This is an optimization exercise on Yosys and OpenROAD, whose aim is small area, a short achievable clock period and few clock cycles per item, not a production implementation.
Where RTL was checked, it was by simulation tests only, not by an equivalence proof against the original.

==> job 9716 <==
Design img2col, start of the top module:
module img2col (
    input  logic        clk,
    input  logic        nrst,
    input  logic        wb_cyc_i,
    input  logic        wb_stb_i,
    input  logic        wb_we_i,
    input  logic [6:0]  wb_adr_i,
    input  logic [31:0] wb_dat_i,
    output logic        wb_ack_o,
    output logic [31:0] wb_dat_o
);
    logic req, wr, rd;
    logic is_pix, is_wgt, is_ctrl, is_stat, is_res, fast_rd;
    logic [4:0] idx;
    assign req     = wb_cyc_i & wb_stb_i;
    assign wr      = req & wb_we_i;
    assign rd      = req & ~wb_we_i;
    assign idx     = wb_adr_i[4:0];
    assign is_pix  = (wb_adr_i[6:5] == 2'b00) & (idx < 5'd25);
    assign is_wgt  = (wb_adr_i[6:5] == 2'b01) & (idx < 5'd25);
    assign is_ctrl = wb_adr_i == 7'd64;
    assign is_stat = wb_adr_i == 7'd65;
    assign is_res  = wb_adr_i == 7'd66;
    assign fast_rd = is_stat | is_res;
    logic       slow1_q, slow2_q;    
    logic [2:0] rgrp_q;
    logic [1:0] rrow_q;
    logic       rpix_q, rwgt_q;
    logic [7:0] pix [0:24];
    logic [7:0] wgt [0:24];
    logic [7:0] reuse [0:19];        
    logic [7:0] nw [0:19];           
    logic started_q, first_q;
    logic [2:0] p_q;
    logic ok_q;
    logic [20:0] r_s, r_c, res_s, res_c;
    logic [20:0] res;
    logic resv_q;
    logic pend_q, calc_q;
    logic done_q;
    always_comb
        for (int j = 0; j < 20; j++)
            nw[j] = (first_q | (slow1_q & rpix_q)) ? pix[j] : reuse[j];
    genvar g;
    generate
        for (g = 0; g < 25; g++)
        begin : g_regs
            always_ff @(posedge clk)
            begin
                if (wr && is_pix && idx == g)
                    pix[g] <= wb_dat_i[7:0];
                if (wr && is_wgt && idx == g)
                    wgt[g] <= wb_dat_i[7:0];
            end
        end
    endgenerate
    logic [7:0] rsel;
    logic [20:0] res_sum;
    res_add u_add (.a(res_s), .b(res_c), .sum(res_sum));
    assign res = res_sum & {21{resv_q}};
    bus_out u_out (
        .wb_cyc_i (wb_cyc_i),
        .wb_stb_i (wb_stb_i),
        .wb_we_i  (wb_we_i),
        .wb_adr_i (wb_adr_i),
        .slow2    (slow2_q),
        .rsel     ({rwgt_q & rsel[7], rsel}),
  ...
make LEC_CHECK=0 ABC_CLOCK_PERIOD_IN_PS=4500 CAP_MARGIN=20 CORE_MARGIN=2 CORE_UTILIZATION=45 SETUP_SLACK_MARGIN=5.0 SLEW_MARGIN=20 SYNTH_HIERARCHICAL=1 finish   # period 10.0 ns
run.sh (not shown) runs the stock make flow with config.mk's settings and CLKGATE_MAP_FILE= SYNTH_SCRIPT=/design/flow/synth_recipe.tcl, a recipe that flattens the netlist after the stock synthesis.
==> job 8983: changes against job 9716 <==
--- a/flow/design.v
+++ b/flow/design.v
@@ -32,15 +32,14 @@
     logic [7:0] wgt [0:24];
     logic [7:0] reuse [0:19];        
     logic [7:0] nw [0:19];           
     logic started_q, first_q;
     logic [2:0] p_q;
     logic ok_q;
     logic [20:0] r_s, r_c, res_s, res_c;
-    logic [20:0] res;
     logic resv_q;
     logic pend_q, calc_q;
     logic done_q;
     always_comb
         for (int j = 0; j < 20; j++)
             nw[j] = (first_q | (slow1_q & rpix_q)) ? pix[j] : reuse[j];
     genvar g;
@@ -55,24 +54,24 @@
                     wgt[g] <= wb_dat_i[7:0];
             end
         end
     endgenerate
     logic [7:0] rsel;
     logic [20:0] res_sum;
     res_add u_add (.a(res_s), .b(res_c), .sum(res_sum));
-    assign res = res_sum & {21{resv_q}};
     bus_out u_out (
         .wb_cyc_i (wb_cyc_i),
         .wb_stb_i (wb_stb_i),
         .wb_we_i  (wb_we_i),
         .wb_adr_i (wb_adr_i),
         .slow2    (slow2_q),
         .rsel     ({rwgt_q & rsel[7], rsel}),
         .done     (done_q),
-        .res      (res),
+        .resv     (resv_q),
+        .res      (res_sum),
         .wb_ack_o (wb_ack_o),
         .wb_dat_o (wb_dat_o)
     );
     always_ff @(posedge clk)
     begin
         if (rd & ~fast_rd & ~slow1_q & ~slow2_q)
         begin
@@ -142,15 +141,15 @@
             calc_q <= go;
             if (go)
                 done_q <= 1'b1;
             else if (rd & is_res)
                 done_q <= 1'b0;
             if (calc_q)
                 resv_q <= 1'b1;
-            slow1_q <= rd & ~fast_rd & ~slow1_q & ~slow2_q;
+            slow1_q <= slow1_d;
             slow2_q <= slow1_q;
         end
     end
     always_ff @(posedge clk)
     begin
         if (go)
         begin
@@ -165,33 +164,42 @@
     logic [7:0] wn [0:3];            
     logic [7:0] a0, a1, a2, a3;
     logic [3:0] bn0, bn1, bn2, bn3;      
     logic [3:0] bo0, bo1, bo2, bo3;      
     logic [3:0] bt0, bt1, bt2, bt3;      
     logic [3:0] en [0:3], eo [0:3], et [0:3];
     logic [8:0] n_d, n_q;
-    logic [2:0] lsel;
-    assign lsel = slow1_q ? rgrp_q : spec_p;
+    logic       ok_d, slow1_d;
+    logic [2:0] rgrp_d, spec_d, lsel_d;
+    logic [6:0] lsel_q;
+    assign ok_d    = ~slow1_q & (spec_p == p_next)
+                   & ~((p_next == 3'd5) ? mod_w5 : mod_grp[p_next]);
+    assign slow1_d = rd & ~fast_rd & ~slow1_q & ~slow2_q;
+    assign rgrp_d  = slow1_d ? 3'(idx / 4) : rgrp_q;
+    assign spec_d  = (ok_d & ~go & (p_next < 3'd6)) ? p_next + 3'd1 : p_next;
+    assign lsel_d  = slow1_d ? rgrp_d : spec_d;
     always_comb
     begin
         n_d = 9'd0;
         for (int s = 0; s < 4; s++)
         begin
-            case (lsel)
-                3'd0: begin an[s] = nw[s];      wn[s] = wgt[s];      end
-                3'd1: begin an[s] = nw[4 + s];  wn[s] = wgt[4 + s];  end
-                3'd2: begin an[s] = nw[8 + s];  wn[s] = wgt[8 + s];  end
-                3'd3: begin an[s] = nw[12 + s]; wn[s] = wgt[12 + s]; end
-                3'd4: begin an[s] = nw[16 + s]; wn[s] = wgt[16 + s]; end
-                3'd5: begin an[s] = byp[s] ? wb_dat_i[7:0] : pix[20 + s]; wn[s] = wgt[20 + s]; end
-                default: begin
-                    an[s] = (s == 0) ? p24_in : 8'd0;
-                    wn[s] = (s == 0) ? wgt[24] : wgt[20 + s];
-                end
-            endcase
+            an[s] = ({8{lsel_q[0]}} & nw[s])
+                  | ({8{lsel_q[1]}} & nw[4 + s])
+                  | ({8{lsel_q[2]}} & nw[8 + s])
+                  | ({8{lsel_q[3]}} & nw[12 + s])
+                  | ({8{lsel_q[4]}} & nw[16 + s])
+                  | ({8{lsel_q[5]}} & (byp[s] ? wb_dat_i[7:0] : pix[20 + s]))
+                  | ({8{lsel_q[6] && s == 0}} & p24_in);
+            wn[s] = ({8{lsel_q[0]}} & wgt[s])
+                  | ({8{lsel_q[1]}} & wgt[4 + s])
+                  | ({8{lsel_q[2]}} & wgt[8 + s])
+                  | ({8{lsel_q[3]}} & wgt[12 + s])
+                  | ({8{lsel_q[4]}} & wgt[16 + s])
+                  | ({8{lsel_q[5] || (lsel_q[6] && s != 0)}} & wgt[20 + s])
+                  | ({8{lsel_q[6] && s == 0}} & wgt[24]);
             for (int j = 0; j < 4; j++)
             begin
                 logic hi, mid, lo;
                 hi  = wn[s][2*j + 1];
                 mid = wn[s][2*j];
                 lo  = (j == 0) ? 1'b0 : wn[s][2*j - 1];
                 en[s][j] = hi;
@@ -204,16 +212,27 @@
     always_ff @(posedge clk)
     begin
         {a0, a1, a2, a3} <= {an[0], an[1], an[2], an[3]};
         {bn0, bn1, bn2, bn3} <= {en[0], en[1], en[2], en[3]};
         {bo0, bo1, bo2, bo3} <= {eo[0], eo[1], eo[2], eo[3]};
         {bt0, bt1, bt2, bt3} <= {et[0], et[1], et[2], et[3]};
         n_q <= n_d;
-        ok_q <= ~slow1_q & (spec_p == p_next)
-              & ~((p_next == 3'd5) ? mod_w5 : mod_grp[p_next]);
+    end
+    always_ff @(posedge clk, negedge nrst)
+    begin
+        if (!nrst)
+        begin
+            ok_q   <= 1'b0;
+            lsel_q <= 7'b0000001;
+        end
+        else
+        begin
+            ok_q   <= ok_d;
+            lsel_q <= 7'(1) << lsel_d;
+        end
     end
     always_comb
     begin
         logic [3:0] n [0:3];
         logic [3:0] o [0:3];
         logic [7:0] av [0:3];
         logic [7:0] wd [0:3];
@@ -650,18 +669,19 @@
     input  logic        wb_cyc_i,
     input  logic        wb_stb_i,
     input  logic        wb_we_i,
     input  logic [6:0]  wb_adr_i,
     input  logic        slow2,
     input  logic [8:0]  rsel,        
     input  logic        done,
+    input  logic        resv,        
     input  logic [20:0] res,
     output logic        wb_ack_o,
     output logic [31:0] wb_dat_o
 );
     logic fast_rd;
     assign fast_rd  = (wb_adr_i[6:2] == 5'b10000) & (wb_adr_i[1] ^ wb_adr_i[0]);
     assign wb_ack_o = wb_cyc_i & wb_stb_i & (wb_we_i | slow2 | fast_rd);
     assign wb_dat_o = slow2 ? {{24{rsel[8]}}, rsel[7:0]}
-                    : (wb_adr_i[0] ? {31'd0, done} : {{11{res[20]}}, res});
+                    : (wb_adr_i[0] ? {31'd0, done} : ({{11{res[20]}}, res} & {32{resv}}));
 endmodule
 `default_nettype wire
==> flow/config.mk (replaced) <==
export PLATFORM = sky130hd
export DESIGN_NAME = img2col
export DESIGN_NICKNAME = img2col
export VERILOG_FILES = /design/flow/design.v
export SDC_FILE = /design/flow/constraint.sdc
export NUM_CORES = 4
export LEC_CHECK = 0
export ABC_CLOCK_PERIOD_IN_PS = 4500
export CAP_MARGIN = 10
export CORE_MARGIN = 2
export CORE_UTILIZATION = 60
export CTS_CLUSTER_DIAMETER = 120
export CTS_CLUSTER_SIZE = 24
export SETUP_SLACK_MARGIN = 5.0
export SLEW_MARGIN = 10
export SYNTH_HIERARCHICAL = 1
export TNS_END_PERCENT = 20
==> comparison <==
- Job 8983 completed with no timing, DRC or antenna violations. Job 9716 ran to the end with no violations.
- Against job 8983, the clock skew of job 9716 is lower by 0.026 ns.
- Die area: job 8983 is lower than job 9716 (about 27%).
- Sequential share of layout area: job 9716 is lower than job 8983 (4.9 points).
- In job 9716 the worst setup slack is worse than in job 8983, by 0.11 ns.
- Between job 9716 and job 8983, the lower hold slack is in job 8983 (gap 0.016 ns).
- Area after synthesis: job 9716 is higher than job 8983 (2.7%).
- Of job 8983 and job 9716, job 9716 has the higher synthesized cell count (gap 15%, measured against job 9716).
- Of job 9716 and job 8983, job 9716 has the higher final area (gap about 10%, measured against job 8983).
==> figures <==
Start of the worst register-to-register path: job 9716 calc_q; job 8983 a1[3]
Post-synthesis share of cell area spent on xor and xnor gates: job 9716 4.63%; job 8983 4.61%
Highest metal layer with signal wires: job 9716 met5; job 8983 met4
DR pass1 iterations: job 9716 5; job 8983 8
R2R Path End: job 9716 n_q[8]; job 8983 r_c[10]
FF-to-FF path depth: job 9716 16; job 8983 13
Share of the synthesized area in compound gates (AO/OA/AOI/OAI): job 9716 10.1%; job 8983 9.98%
Post-layout worst setup margin: job 9716 4.84 ns; job 8983 4.94 ns
Global placer's final weighted congestion: job 9716 0.930; job 8983 0.946
Kind of critical path: job 9716 reg2out; job 8983 in2out
Clock network area share: job 9716 5.81%; job 8983 2.93%
Proportion of synthesized flip-flops having asynchronous set or reset: job 9716 1.47%; job 8983 2.52%
Result of the run: job 9716 timing/DRC/antenna clean; job 8983 timing/DRC/antenna clean
Worst Path Arrival: job 9716 3.16 ns; job 8983 3.06 ns
Routed wire length per instance: job 9716 26.1 µm; job 8983 28.5 µm
Total number of multi-input combinational cells: job 9716 2056; job 8983 1583
Post-route met1 wirelength: job 9716 48600 µm; job 8983 42100 µm
Routed Wire Length: job 9716 117000 µm; job 8983 100000 µm
Fraction of the mapped netlist area in adder cells: job 9716 10.6%; job 8983 10.9%
Testbench counts of job 8983, summed over its fixed seeds: cycles 8,614, windows 1,008.
Function not checked in job 9716: the RTL went through the layout flow alone.

========
==> inputs of build 27 <==
Another version of the RTL of img2col (not shown whole).
==> flow/config.mk <==
export PLATFORM = sky130hd
export DESIGN_NAME = img2col
export DESIGN_NICKNAME = img2col
export VERILOG_FILES = /design/flow/design.v
export SDC_FILE = /design/flow/constraint.sdc
export NUM_CORES = 4
export LEC_CHECK = 0
export ABC_CLOCK_PERIOD_IN_PS = 4500
export CAP_MARGIN = 10
export CORE_MARGIN = 2
export CORE_UTILIZATION = 60
export CTS_CLUSTER_DIAMETER = 120
export CTS_CLUSTER_SIZE = 24
export SETUP_SLACK_MARGIN = 5.0
export SLEW_MARGIN = 10
export SYNTH_HIERARCHICAL = 1
==> flow/constraint.sdc <==
create_clock -name core_clock -period 10.0 [get_ports {clk}]
set_input_delay 2.0000 -clock core_clock [delete_from_list [all_inputs] [get_ports {clk}]]
set_output_delay 2.0000 -clock core_clock [all_outputs]
set_load 0.01 [all_outputs]
==> trial 66: changes against build 27 <==
Settings changed: CORE_UTILIZATION 60 to 55.
==> impl_metrics.csv <==
group,metric,value,unit
outcome,outcome,"complete, no violations",
layout,final_cell_mix,"edfxtp_1 (605), mux2_2 (193), nand2_1 (181)",
layout,seq_share,0.5405,
setup_path,r2r_setup_slack,5360,ps
floorplan,floorplan.initialDensity,0.5560,
layout,clkCellAreaFrac,0.02796,
layout,seq_area,21260,µm²
global_route,grtUsageMet3,0.03742,
global_route,use_met2,0.4602,
min_path,hold_start,"pix[20][1]",
layout,final_util,0.5972,
sta,finalClockSkew,21.54,ps
floorplan,die_w,262.0,µm
floorplan,core_area,65860,µm²
The numbers above come from trial 66.

==> impl_metrics.csv <==
group,metric,value,unit
global_route,grtUsageMet3,0.02982,
layout,seq_share,0.5446,
layout,final_cell_mix,"edfxtp_1 (605), mux2_2 (193), nand2_1 (180)",
layout,clkCellAreaFrac,0.02833,
layout,final_util,0.6468,
min_path,hold_start,"pix[23][1]",
outcome,outcome,"complete, no violations",
floorplan,floorplan.initialDensity,0.6067,
sta,finalClockSkew,42.62,ps
clock_tree,ctsResizeCount,193,
floorplan,die_w,251.1,µm
global_route,use_met2,0.4788,
layout,seq_area,21260,µm²
floorplan,core_area,60360,µm²
The numbers above come from build 27.

Function was not checked in any run of this note: the RTL went through the layout flow alone.

========
==> inputs of run a <==
img2col with an RTL version that a note above also has.
==> flow/config.mk <==
export PLATFORM = sky130hd
export DESIGN_NAME = img2col
export DESIGN_NICKNAME = img2col
export VERILOG_FILES = /design/flow/design.v
export SDC_FILE = /design/flow/constraint.sdc
export NUM_CORES = 4
export LEC_CHECK = 0
export ABC_CLOCK_PERIOD_IN_PS = 4500
export CAP_MARGIN = 10
export CORE_MARGIN = 2
export CORE_UTILIZATION = 65
export CTS_CLUSTER_DIAMETER = 120
export CTS_CLUSTER_SIZE = 24
export SETUP_SLACK_MARGIN = 5.0
export SLEW_MARGIN = 10
export SYNTH_HIERARCHICAL = 1
==> flow/constraint.sdc <==
create_clock -name core_clock -period 10.0 [get_ports {clk}]
set_input_delay 2.0000 -clock core_clock [delete_from_list [all_inputs] [get_ports {clk}]]
set_output_delay 2.0000 -clock core_clock [all_outputs]
set_load 0.01 [all_outputs]
==> run b: changes against run a <==
--- a/flow/design.v
+++ b/flow/design.v
@@ -33,12 +33,13 @@
     logic [7:0] reuse [0:19];        
     logic [7:0] nw [0:19];           
     logic started_q, first_q;
     logic [2:0] p_q;
     logic ok_q;
     logic [20:0] r_s, r_c, res_s, res_c;
+    logic [20:0] res;
     logic resv_q;
     logic pend_q, calc_q;
     logic done_q;
     always_comb
         for (int j = 0; j < 20; j++)
             nw[j] = (first_q | (slow1_q & rpix_q)) ? pix[j] : reuse[j];
@@ -53,24 +54,22 @@
                 if (wr && is_wgt && idx == g)
                     wgt[g] <= wb_dat_i[7:0];
             end
         end
     endgenerate
     logic [7:0] rsel;
-    logic [20:0] res_sum;
-    res_add u_add (.a(res_s), .b(res_c), .sum(res_sum));
+    assign res = (res_s + res_c) & {21{resv_q}};
     bus_out u_out (
         .wb_cyc_i (wb_cyc_i),
         .wb_stb_i (wb_stb_i),
         .wb_we_i  (wb_we_i),
         .wb_adr_i (wb_adr_i),
         .slow2    (slow2_q),
         .rsel     ({rwgt_q & rsel[7], rsel}),
         .done     (done_q),
-        .resv     (resv_q),
-        .res      (res_sum),
+        .res      (res),
         .wb_ack_o (wb_ack_o),
         .wb_dat_o (wb_dat_o)
     );
     always_ff @(posedge clk)
     begin
         if (rd & ~fast_rd & ~slow1_q & ~slow2_q)
@@ -142,13 +141,13 @@
             if (go)
                 done_q <= 1'b1;
             else if (rd & is_res)
                 done_q <= 1'b0;
             if (calc_q)
                 resv_q <= 1'b1;
-            slow1_q <= slow1_d;
+            slow1_q <= rd & ~fast_rd & ~slow1_q & ~slow2_q;
             slow2_q <= slow1_q;
         end
     end
     always_ff @(posedge clk)
     begin
         if (go)
@@ -165,40 +164,31 @@
     logic [7:0] a0, a1, a2, a3;
     logic [3:0] bn0, bn1, bn2, bn3;      
     logic [3:0] bo0, bo1, bo2, bo3;      
     logic [3:0] bt0, bt1, bt2, bt3;      
     logic [3:0] en [0:3], eo [0:3], et [0:3];
     logic [8:0] n_d, n_q;
-    logic       ok_d, slow1_d;
-    logic [2:0] rgrp_d, spec_d, lsel_d;
-    logic [6:0] lsel_q;
-    assign ok_d    = ~slow1_q & (spec_p == p_next)
-                   & ~((p_next == 3'd5) ? mod_w5 : mod_grp[p_next]);
-    assign slow1_d = rd & ~fast_rd & ~slow1_q & ~slow2_q;
-    assign rgrp_d  = slow1_d ? 3'(idx / 4) : rgrp_q;
-    assign spec_d  = (ok_d & ~go & (p_next < 3'd6)) ? p_next + 3'd1 : p_next;
-    assign lsel_d  = slow1_d ? rgrp_d : spec_d;
+    logic [2:0] lsel;
+    assign lsel = slow1_q ? rgrp_q : spec_p;
     always_comb
     begin
         n_d = 9'd0;
         for (int s = 0; s < 4; s++)
         begin
-            an[s] = ({8{lsel_q[0]}} & nw[s])
-                  | ({8{lsel_q[1]}} & nw[4 + s])
-                  | ({8{lsel_q[2]}} & nw[8 + s])
-                  | ({8{lsel_q[3]}} & nw[12 + s])
-                  | ({8{lsel_q[4]}} & nw[16 + s])
-                  | ({8{lsel_q[5]}} & (byp[s] ? wb_dat_i[7:0] : pix[20 + s]))
-                  | ({8{lsel_q[6] && s == 0}} & p24_in);
-            wn[s] = ({8{lsel_q[0]}} & wgt[s])
-                  | ({8{lsel_q[1]}} & wgt[4 + s])
-                  | ({8{lsel_q[2]}} & wgt[8 + s])
-                  | ({8{lsel_q[3]}} & wgt[12 + s])
-                  | ({8{lsel_q[4]}} & wgt[16 + s])
-                  | ({8{lsel_q[5] || (lsel_q[6] && s != 0)}} & wgt[20 + s])
-                  | ({8{lsel_q[6] && s == 0}} & wgt[24]);
+            case (lsel)
+                3'd0: begin an[s] = nw[s];      wn[s] = wgt[s];      end
+                3'd1: begin an[s] = nw[4 + s];  wn[s] = wgt[4 + s];  end
+                3'd2: begin an[s] = nw[8 + s];  wn[s] = wgt[8 + s];  end
+                3'd3: begin an[s] = nw[12 + s]; wn[s] = wgt[12 + s]; end
+                3'd4: begin an[s] = nw[16 + s]; wn[s] = wgt[16 + s]; end
+                3'd5: begin an[s] = byp[s] ? wb_dat_i[7:0] : pix[20 + s]; wn[s] = wgt[20 + s]; end
+                default: begin
+                    an[s] = (s == 0) ? p24_in : 8'd0;
+                    wn[s] = (s == 0) ? wgt[24] : wgt[20 + s];
+                end
+            endcase
             for (int j = 0; j < 4; j++)
             begin
                 logic hi, mid, lo;
                 hi  = wn[s][2*j + 1];
                 mid = wn[s][2*j];
                 lo  = (j == 0) ? 1'b0 : wn[s][2*j - 1];
@@ -213,25 +203,14 @@
     begin
         {a0, a1, a2, a3} <= {an[0], an[1], an[2], an[3]};
         {bn0, bn1, bn2, bn3} <= {en[0], en[1], en[2], en[3]};
         {bo0, bo1, bo2, bo3} <= {eo[0], eo[1], eo[2], eo[3]};
         {bt0, bt1, bt2, bt3} <= {et[0], et[1], et[2], et[3]};
         n_q <= n_d;
-    end
-    always_ff @(posedge clk, negedge nrst)
-    begin
-        if (!nrst)
-        begin
-            ok_q   <= 1'b0;
-            lsel_q <= 7'b0000001;
-        end
-        else
-        begin
-            ok_q   <= ok_d;
-            lsel_q <= 7'(1) << lsel_d;
-        end
+        ok_q <= ~slow1_q & (spec_p == p_next)
+              & ~((p_next == 3'd5) ? mod_w5 : mod_grp[p_next]);
     end
     always_comb
     begin
         logic [3:0] n [0:3];
         logic [3:0] o [0:3];
         logic [7:0] av [0:3];
@@ -636,52 +615,25 @@
         begin
             res_s <= eng_s;
             res_c <= eng_c;
         end
     end
 endmodule
-module res_add (
-    input  logic [20:0] a,
-    input  logic [20:0] b,
-    output logic [20:0] sum
-);
-    logic [20:0] gen [0:5];
-    logic [20:0] prp [0:5];
-    always_comb
-    begin
-        gen[0] = a & b;
-        prp[0] = a ^ b;
-        for (int l = 0; l < 5; l++)
-            for (int i = 0; i < 21; i++)
-                if (i >= (1 << l))
-                begin
-                    gen[l + 1][i] = gen[l][i] | (prp[l][i] & gen[l][i - (1 << l)]);
-                    prp[l + 1][i] = prp[l][i] & prp[l][i - (1 << l)];
-                end
-                else
-                begin
-                    gen[l + 1][i] = gen[l][i];
-                    prp[l + 1][i] = prp[l][i];
-                end
-        sum = prp[0] ^ {gen[5][19:0], 1'b0};
-    end
-endmodule
 module bus_out (
     input  logic        wb_cyc_i,
     input  logic        wb_stb_i,
     input  logic        wb_we_i,
     input  logic [6:0]  wb_adr_i,
     input  logic        slow2,
     input  logic [8:0]  rsel,        
     input  logic        done,
-    input  logic        resv,        
     input  logic [20:0] res,
     output logic        wb_ack_o,
     output logic [31:0] wb_dat_o
 );
     logic fast_rd;
     assign fast_rd  = (wb_adr_i[6:2] == 5'b10000) & (wb_adr_i[1] ^ wb_adr_i[0]);
     assign wb_ack_o = wb_cyc_i & wb_stb_i & (wb_we_i | slow2 | fast_rd);
     assign wb_dat_o = slow2 ? {{24{rsel[8]}}, rsel[7:0]}
-                    : (wb_adr_i[0] ? {31'd0, done} : ({{11{res[20]}}, res} & {32{resv}}));
+                    : (wb_adr_i[0] ? {31'd0, done} : {{11{res[20]}}, res});
 endmodule
 `default_nettype wire
Settings changed: ABC_CLOCK_PERIOD_IN_PS 4500 to 3000, CAP_MARGIN 10 to 20, CORE_UTILIZATION 65 to 45, CTS_BUF_LIST set to sky130_fd_sc_hd__clkbuf_8, CTS_CLUSTER_DIAMETER 120 to unset, CTS_CLUSTER_SIZE 24 to 30, SLEW_MARGIN 10 to 20.
==> summary of the runs <==
Of run b and run a, run b has the higher critical path depth (gap 8). Cell area: run b is larger than run a (7.4%). Between run b and run a, the lower die area is in run a (gap 46%, measured against run a). Of run b and run a, run b has the higher via count (gap about 2.8%, measured against run a).
==> figures <==
metric                                                                       run a                        run b
Category of the most critical setup path               input pin to primary output  flip-flop to primary output
Proportion of cell area occupied by multi-input gates                       0.3672                       0.3651
Mapped Avg Cell Area                                                    13.44 um^2                   13.03 um^2
Worst reg2reg path endpoint                                                 r_c[8]                       n_q[8]
Clock buffers                                                                   65                          139
Num sequential                                                                 754                          750
Synthesized flop and latch total                                               754                          750
Placement Setup Slack                                                      3423 ps                      3240 ps
Placed insts                                                                 3,413                        3,879
Highest achievable clock rate                                            197.2 MHz                    180.4 MHz
Met1 track demand over resource                                             0.4807                       0.3466
Run status                                                          finished clean               finished clean
Post-detailed-route wirelength per cell                                   27.79 um                     26.26 um
Testbench counts of run a, summed over its fixed seeds: cycles 8,614, windows 1,008.
The RTL of run b was laid out without a check of its function.

[afterwards: timing with drivers on the ports]
No port has a modelled driver above. Below, the same layouts with a new extraction and two added sets of constraints.
Step 1, drivers: a clkbuf_16 drives clk and a buf_2 each remaining input, both assumed.
Step 2 adds t to the input delays and takes it off the output delays; t is the mean of the earliest and latest rising clock arrival at the registers after step 1. Input paths then give back, and output paths get back, about the clock's delay inside the block.
Slacks: ideal ports / drivers / drivers and shift; pairs: ideal ports / drivers.
| run | t, ns | setup slack, ns | hold slack, ns | worst setup path after step 2 | cell pins on the clock port's net |
|---|---|---|---|---|---|
| job 9716 | 0.695 | 4.837 / 4.774 / 4.473 | 0.452 / 0.452 / 0.452 | input to register | 1 |
| job 8983 | 0.672 | 4.942 / 4.895 / 4.515 | 0.436 / 0.436 / 0.436 | input to register | 1 |
| build 27 | 0.654 | 4.899 / 4.835 / 4.511 | 0.455 / 0.455 / 0.455 | input to register | 1 |
| trial 66 | 0.660 | 4.848 / 4.783 / 4.580 | 0.440 / 0.440 / 0.440 | input to register | 1 |
| run a | 0.655 | 4.928 / 4.896 / 4.510 | 0.428 / 0.428 / 0.428 | input to register | 1 |
| run b | 0.823 | 4.456 / 4.397 / 4.435 | 0.447 / 0.447 / 0.447 | input to register | 1 |
After both steps every run listed still meets setup and hold. For job 8983, which loses most, drivers alone change the setup slack by -0.047 ns; drivers and shift together by -0.427 ns.
